Context: an optimization exercise on an open-source flow, tuned for small area, a short achievable clock period and few clock cycles per item. The choices shown serve that exercise and are no tape-out recipe.
The RTL was checked by simulation tests, not by an equivalence proof against the original design.

==> 11-22 <==
## fir_mac_seq
module fir_mac_seq #(
  parameter int DW    = 16,
  parameter int CW    = 16,
  parameter int TAPS  = 8,
  parameter int SHIFT = 15
) (
  input  logic                      clk,
  input  logic                      reset,
  input  logic                      in_valid,
  output logic                      in_ready,
  input  logic [DW-1:0]             x_in,
  input  logic                      mode,
  input  logic                      coef_we,
  input  logic                      coef_sel,
  input  logic [$clog2(TAPS)-1:0]   coef_addr,
  input  logic [CW-1:0]             coef_data,
  output logic                      coef_err,
  output logic                      out_valid,
  input  logic                      out_ready,
  output logic [DW-1:0]             y_out,
  output logic                      out_sat
);
clock: 11.0 ns
lec_check: 0
cap_margin: 20
core_margin: 2
core_utilization: 55
slew_margin: 20
synth_hierarchical: 1
synth_minimum_keep_size: 0
standard.sh (not shown) runs the stock make flow with config.mk's settings and CLKGATE_MAP_FILE= SYNTH_SCRIPT=/design/flow/synth_recipe.tcl, a recipe that flattens the netlist after the stock synthesis.
==> flow/flow/run.sh <==
#!/bin/bash
set -euo pipefail
knobs='SETUP_SLACK_MARGIN=7.2 "BUFFER_PORTS_ARGS=-buffer_cell sky130_fd_sc_hd__buf_2" "CTS_ARGS=-sink_clustering_enable -repair_clock_nets -dont_use_dummy_load"'
sed "s|\"\${@:-finish}\"|$knobs \"\${@:-finish}\"|" standard.sh > standard_tuned.sh
grep -q 'SETUP_SLACK_MARGIN=7.2' standard_tuned.sh
bash standard_tuned.sh finish > flow.log 2>&1
==> 01-07 (differences from 11-22) <==
==> flow/flow/run.sh (replaced) <==
#!/bin/bash
set -euo pipefail
knobs='SETUP_SLACK_MARGIN=7.3 "BUFFER_PORTS_ARGS=-buffer_cell sky130_fd_sc_hd__buf_2" "CTS_ARGS=-sink_clustering_enable -repair_clock_nets -dont_use_dummy_load"'
sed "s|\"\${@:-finish}\"|$knobs \"\${@:-finish}\"|" standard.sh > standard_tuned.sh
grep -q 'SETUP_SLACK_MARGIN=7.3' standard_tuned.sh
bash standard_tuned.sh finish > flow.log 2>&1
- CORE_UTILIZATION: 55 -> 60
==> 02-13 (differences from 11-22) <==
--- a/flow/design.v
+++ b/flow/design.v
@@ -168,13 +168,13 @@
   logic [16:0] pp7_5;
   logic [16:0] pp7_6;
   logic [16:0] pp7_7;
   assign cs0 = ({16{sl1[0]}} & cf1[0]) | ({16{sl0[0]}} & cf0[0]);
   assign on0 = dly[0][7:0];
   assign tw0 = dly[0][15:8];
-  assign ng0 = dly[0][23:16] & {8{dv[0]}};
+  assign ng0 = dly[0][23:16];
   wire [16:0] xa0 = {cs0[15], cs0};
   wire [16:0] xb0 = {cs0, 1'b0};
   fir_ppbit0 upp0_0_0 (.on(on0[0]), .ng(ng0[0]), .xa(xa0[0]), .pp(pp0_0[0]));
   fir_ppbit upp0_0_1 (.on(on0[0]), .tw(tw0[0]), .ng(ng0[0]), .xa(xa0[1]), .xb(xb0[1]), .pp(pp0_0[1]));
   fir_ppbit upp0_0_2 (.on(on0[0]), .tw(tw0[0]), .ng(ng0[0]), .xa(xa0[2]), .xb(xb0[2]), .pp(pp0_0[2]));
   fir_ppbit upp0_0_3 (.on(on0[0]), .tw(tw0[0]), .ng(ng0[0]), .xa(xa0[3]), .xb(xb0[3]), .pp(pp0_0[3]));
@@ -310,13 +310,13 @@
   fir_ppbit upp0_7_14 (.on(on0[7]), .tw(tw0[7]), .ng(ng0[7]), .xa(xa0[14]), .xb(xb0[14]), .pp(pp0_7[14]));
   fir_ppbit upp0_7_15 (.on(on0[7]), .tw(tw0[7]), .ng(ng0[7]), .xa(xa0[15]), .xb(xb0[15]), .pp(pp0_7[15]));
   fir_ppbit upp0_7_16 (.on(on0[7]), .tw(tw0[7]), .ng(ng0[7]), .xa(xa0[16]), .xb(xb0[16]), .pp(pp0_7[16]));
   assign cs1 = ({16{sl1[1]}} & cf1[1]) | ({16{sl0[1]}} & cf0[1]);
   assign on1 = dly[1][7:0];
   assign tw1 = dly[1][15:8];
-  assign ng1 = dly[1][23:16] & {8{dv[1]}};
+  assign ng1 = dly[1][23:16];
   wire [16:0] xa1 = {cs1[15], cs1};
   wire [16:0] xb1 = {cs1, 1'b0};
   fir_ppbit0 upp1_0_0 (.on(on1[0]), .ng(ng1[0]), .xa(xa1[0]), .pp(pp1_0[0]));
   fir_ppbit upp1_0_1 (.on(on1[0]), .tw(tw1[0]), .ng(ng1[0]), .xa(xa1[1]), .xb(xb1[1]), .pp(pp1_0[1]));
   fir_ppbit upp1_0_2 (.on(on1[0]), .tw(tw1[0]), .ng(ng1[0]), .xa(xa1[2]), .xb(xb1[2]), .pp(pp1_0[2]));
   fir_ppbit upp1_0_3 (.on(on1[0]), .tw(tw1[0]), .ng(ng1[0]), .xa(xa1[3]), .xb(xb1[3]), .pp(pp1_0[3]));
@@ -452,13 +452,13 @@
   fir_ppbit upp1_7_14 (.on(on1[7]), .tw(tw1[7]), .ng(ng1[7]), .xa(xa1[14]), .xb(xb1[14]), .pp(pp1_7[14]));
   fir_ppbit upp1_7_15 (.on(on1[7]), .tw(tw1[7]), .ng(ng1[7]), .xa(xa1[15]), .xb(xb1[15]), .pp(pp1_7[15]));
   fir_ppbit upp1_7_16 (.on(on1[7]), .tw(tw1[7]), .ng(ng1[7]), .xa(xa1[16]), .xb(xb1[16]), .pp(pp1_7[16]));
   assign cs2 = ({16{sl1[2]}} & cf1[2]) | ({16{sl0[2]}} & cf0[2]);
   assign on2 = dly[2][7:0];
   assign tw2 = dly[2][15:8];
-  assign ng2 = dly[2][23:16] & {8{dv[2]}};
+  assign ng2 = dly[2][23:16];
   wire [16:0] xa2 = {cs2[15], cs2};
   wire [16:0] xb2 = {cs2, 1'b0};
   fir_ppbit0 upp2_0_0 (.on(on2[0]), .ng(ng2[0]), .xa(xa2[0]), .pp(pp2_0[0]));
   fir_ppbit upp2_0_1 (.on(on2[0]), .tw(tw2[0]), .ng(ng2[0]), .xa(xa2[1]), .xb(xb2[1]), .pp(pp2_0[1]));
   fir_ppbit upp2_0_2 (.on(on2[0]), .tw(tw2[0]), .ng(ng2[0]), .xa(xa2[2]), .xb(xb2[2]), .pp(pp2_0[2]));
   fir_ppbit upp2_0_3 (.on(on2[0]), .tw(tw2[0]), .ng(ng2[0]), .xa(xa2[3]), .xb(xb2[3]), .pp(pp2_0[3]));
@@ -594,13 +594,13 @@
   fir_ppbit upp2_7_14 (.on(on2[7]), .tw(tw2[7]), .ng(ng2[7]), .xa(xa2[14]), .xb(xb2[14]), .pp(pp2_7[14]));
   fir_ppbit upp2_7_15 (.on(on2[7]), .tw(tw2[7]), .ng(ng2[7]), .xa(xa2[15]), .xb(xb2[15]), .pp(pp2_7[15]));
   fir_ppbit upp2_7_16 (.on(on2[7]), .tw(tw2[7]), .ng(ng2[7]), .xa(xa2[16]), .xb(xb2[16]), .pp(pp2_7[16]));
   assign cs3 = ({16{sl1[3]}} & cf1[3]) | ({16{sl0[3]}} & cf0[3]);
   assign on3 = dly[3][7:0];
   assign tw3 = dly[3][15:8];
-  assign ng3 = dly[3][23:16] & {8{dv[3]}};
+  assign ng3 = dly[3][23:16];
   wire [16:0] xa3 = {cs3[15], cs3};
   wire [16:0] xb3 = {cs3, 1'b0};
   fir_ppbit0 upp3_0_0 (.on(on3[0]), .ng(ng3[0]), .xa(xa3[0]), .pp(pp3_0[0]));
   fir_ppbit upp3_0_1 (.on(on3[0]), .tw(tw3[0]), .ng(ng3[0]), .xa(xa3[1]), .xb(xb3[1]), .pp(pp3_0[1]));
   fir_ppbit upp3_0_2 (.on(on3[0]), .tw(tw3[0]), .ng(ng3[0]), .xa(xa3[2]), .xb(xb3[2]), .pp(pp3_0[2]));
   fir_ppbit upp3_0_3 (.on(on3[0]), .tw(tw3[0]), .ng(ng3[0]), .xa(xa3[3]), .xb(xb3[3]), .pp(pp3_0[3]));
@@ -736,13 +736,13 @@
   fir_ppbit upp3_7_14 (.on(on3[7]), .tw(tw3[7]), .ng(ng3[7]), .xa(xa3[14]), .xb(xb3[14]), .pp(pp3_7[14]));
   fir_ppbit upp3_7_15 (.on(on3[7]), .tw(tw3[7]), .ng(ng3[7]), .xa(xa3[15]), .xb(xb3[15]), .pp(pp3_7[15]));
   fir_ppbit upp3_7_16 (.on(on3[7]), .tw(tw3[7]), .ng(ng3[7]), .xa(xa3[16]), .xb(xb3[16]), .pp(pp3_7[16]));
   assign cs4 = ({16{sl1[4]}} & cf1[4]) | ({16{sl0[4]}} & cf0[4]);
   assign on4 = dly[4][7:0];
   assign tw4 = dly[4][15:8];
-  assign ng4 = dly[4][23:16] & {8{dv[4]}};
+  assign ng4 = dly[4][23:16];
   wire [16:0] xa4 = {cs4[15], cs4};
   wire [16:0] xb4 = {cs4, 1'b0};
   fir_ppbit0 upp4_0_0 (.on(on4[0]), .ng(ng4[0]), .xa(xa4[0]), .pp(pp4_0[0]));
   fir_ppbit upp4_0_1 (.on(on4[0]), .tw(tw4[0]), .ng(ng4[0]), .xa(xa4[1]), .xb(xb4[1]), .pp(pp4_0[1]));
   fir_ppbit upp4_0_2 (.on(on4[0]), .tw(tw4[0]), .ng(ng4[0]), .xa(xa4[2]), .xb(xb4[2]), .pp(pp4_0[2]));
   fir_ppbit upp4_0_3 (.on(on4[0]), .tw(tw4[0]), .ng(ng4[0]), .xa(xa4[3]), .xb(xb4[3]), .pp(pp4_0[3]));
@@ -878,13 +878,13 @@
   fir_ppbit upp4_7_14 (.on(on4[7]), .tw(tw4[7]), .ng(ng4[7]), .xa(xa4[14]), .xb(xb4[14]), .pp(pp4_7[14]));
   fir_ppbit upp4_7_15 (.on(on4[7]), .tw(tw4[7]), .ng(ng4[7]), .xa(xa4[15]), .xb(xb4[15]), .pp(pp4_7[15]));
   fir_ppbit upp4_7_16 (.on(on4[7]), .tw(tw4[7]), .ng(ng4[7]), .xa(xa4[16]), .xb(xb4[16]), .pp(pp4_7[16]));
   assign cs5 = ({16{sl1[5]}} & cf1[5]) | ({16{sl0[5]}} & cf0[5]);
   assign on5 = dly[5][7:0];
   assign tw5 = dly[5][15:8];
-  assign ng5 = dly[5][23:16] & {8{dv[5]}};
+  assign ng5 = dly[5][23:16];
   wire [16:0] xa5 = {cs5[15], cs5};
   wire [16:0] xb5 = {cs5, 1'b0};
   fir_ppbit0 upp5_0_0 (.on(on5[0]), .ng(ng5[0]), .xa(xa5[0]), .pp(pp5_0[0]));
   fir_ppbit upp5_0_1 (.on(on5[0]), .tw(tw5[0]), .ng(ng5[0]), .xa(xa5[1]), .xb(xb5[1]), .pp(pp5_0[1]));
   fir_ppbit upp5_0_2 (.on(on5[0]), .tw(tw5[0]), .ng(ng5[0]), .xa(xa5[2]), .xb(xb5[2]), .pp(pp5_0[2]));
   fir_ppbit upp5_0_3 (.on(on5[0]), .tw(tw5[0]), .ng(ng5[0]), .xa(xa5[3]), .xb(xb5[3]), .pp(pp5_0[3]));
@@ -1020,13 +1020,13 @@
   fir_ppbit upp5_7_14 (.on(on5[7]), .tw(tw5[7]), .ng(ng5[7]), .xa(xa5[14]), .xb(xb5[14]), .pp(pp5_7[14]));
   fir_ppbit upp5_7_15 (.on(on5[7]), .tw(tw5[7]), .ng(ng5[7]), .xa(xa5[15]), .xb(xb5[15]), .pp(pp5_7[15]));
   fir_ppbit upp5_7_16 (.on(on5[7]), .tw(tw5[7]), .ng(ng5[7]), .xa(xa5[16]), .xb(xb5[16]), .pp(pp5_7[16]));
   assign cs6 = ({16{sl1[6]}} & cf1[6]) | ({16{sl0[6]}} & cf0[6]);
   assign on6 = dly[6][7:0];
   assign tw6 = dly[6][15:8];
-  assign ng6 = dly[6][23:16] & {8{dv[6]}};
+  assign ng6 = dly[6][23:16];
   wire [16:0] xa6 = {cs6[15], cs6};
   wire [16:0] xb6 = {cs6, 1'b0};
   fir_ppbit0 upp6_0_0 (.on(on6[0]), .ng(ng6[0]), .xa(xa6[0]), .pp(pp6_0[0]));
   fir_ppbit upp6_0_1 (.on(on6[0]), .tw(tw6[0]), .ng(ng6[0]), .xa(xa6[1]), .xb(xb6[1]), .pp(pp6_0[1]));
   fir_ppbit upp6_0_2 (.on(on6[0]), .tw(tw6[0]), .ng(ng6[0]), .xa(xa6[2]), .xb(xb6[2]), .pp(pp6_0[2]));
   fir_ppbit upp6_0_3 (.on(on6[0]), .tw(tw6[0]), .ng(ng6[0]), .xa(xa6[3]), .xb(xb6[3]), .pp(pp6_0[3]));
@@ -1162,13 +1162,13 @@
   fir_ppbit upp6_7_14 (.on(on6[7]), .tw(tw6[7]), .ng(ng6[7]), .xa(xa6[14]), .xb(xb6[14]), .pp(pp6_7[14]));
   fir_ppbit upp6_7_15 (.on(on6[7]), .tw(tw6[7]), .ng(ng6[7]), .xa(xa6[15]), .xb(xb6[15]), .pp(pp6_7[15]));
   fir_ppbit upp6_7_16 (.on(on6[7]), .tw(tw6[7]), .ng(ng6[7]), .xa(xa6[16]), .xb(xb6[16]), .pp(pp6_7[16]));
   assign cs7 = ({16{sl1[7]}} & cf1[7]) | ({16{sl0[7]}} & cf0[7]);
   assign on7 = dly[7][7:0];
   assign tw7 = dly[7][15:8];
-  assign ng7 = dly[7][23:16] & {8{dv[7]}};
+  assign ng7 = dly[7][23:16];
   wire [16:0] xa7 = {cs7[15], cs7};
   wire [16:0] xb7 = {cs7, 1'b0};
   fir_ppbit0 upp7_0_0 (.on(on7[0]), .ng(ng7[0]), .xa(xa7[0]), .pp(pp7_0[0]));
   fir_ppbit upp7_0_1 (.on(on7[0]), .tw(tw7[0]), .ng(ng7[0]), .xa(xa7[1]), .xb(xb7[1]), .pp(pp7_0[1]));
   fir_ppbit upp7_0_2 (.on(on7[0]), .tw(tw7[0]), .ng(ng7[0]), .xa(xa7[2]), .xb(xb7[2]), .pp(pp7_0[2]));
   fir_ppbit upp7_0_3 (.on(on7[0]), .tw(tw7[0]), .ng(ng7[0]), .xa(xa7[3]), .xb(xb7[3]), .pp(pp7_0[3]));
==> run notes <==
quantity                                                                                02-13           11-22           01-07
Flip-flop and latch share of the layout cell area                                      0.3204          0.3215          0.3195
Footprint of the flip-flops and latches                                         0.02564 sq mm   0.02564 sq mm   0.02567 sq mm
Post-synthesis to final-layout area growth                                             10.44%          9.429%          10.23%
Post-route worst setup slack                                                         7.195 ns        7.148 ns        7.247 ns
Status                                                                         finished clean  finished clean  finished clean
Final non-filler cell area                                                      0.08004 sq mm   0.07975 sq mm   0.08033 sq mm
Number of global-route vias before repair                                               48330           49250           49580
Worst slew margin relative to its limit                                                0.2181          0.1184          0.2653
Critical path's largest stage delay                                                   0.96 ns         0.86 ns         0.61 ns
End of the worst register-to-register path                                     r1_121$_DFF_P_  r1_139$_DFF_P_   r1_63$_DFF_P_
Multi-input logic cell count                                                             3938            4002            4002
Basic-gate share of the synthesized area counting and, or, nand and nor cells         0.02269         0.02805         0.02805
Floorplan core area                                                              0.1311 sq mm    0.1315 sq mm    0.1201 sq mm
Worst slew pin tran                                                                  1.173 ns        1.322 ns        1.102 ns
DIE HEIGHT                                                                        367 microns     368 microns   352.5 microns
Area of combinational cells with multiple inputs                                0.04707 sq mm   0.04718 sq mm   0.04752 sq mm
Sequential area share after synthesis                                                  0.3531          0.3511          0.3511
Global-route usage over all layers                                                     0.3999          0.4165          0.4404
Testbench counts of 11-22, summed over its fixed seeds: cycles 2,088, items 2,048.
Testbench counts of 01-07, summed over its fixed seeds: cycles 2,088, items 2,048.
Testbench counts of 02-13, summed over its fixed seeds: cycles 2,088, items 2,048.

[re-timing with driven ports]
In the flow no input, the clock included, has a driving cell. The finished layouts below were timed again as built, in two steps.
Step 1 assumes that a clkbuf_16 drives the clock port and a buf_2 every other input.
Step 2 adds t to the input delays and takes it off the output delays; t is the mean of the earliest and latest rising clock arrival at the registers after step 1. Input paths then give back, and output paths get back, about the clock's delay inside the block.
Slacks: ideal / step 1 / step 2; pairs: ideal / step 1.
| run | t, ns | slack for setup (ns) | worst register clock-pin slew, ns |
|---|---|---|---|
| 11-22 | 0.788 | 7.148 / 7.148 / 6.442 | 0.07 / 0.07 |
| 01-07 | 0.791 | 7.247 / 7.247 / 6.554 | 0.07 / 0.07 |
| 02-13 | 0.806 | 7.195 / 7.195 / 6.610 | 0.06 / 0.06 |
After both steps setup and hold are still met in every run listed. For 11-22, which loses most, drivers alone change the setup slack by 0.000 ns; drivers and shift together by -0.706 ns.
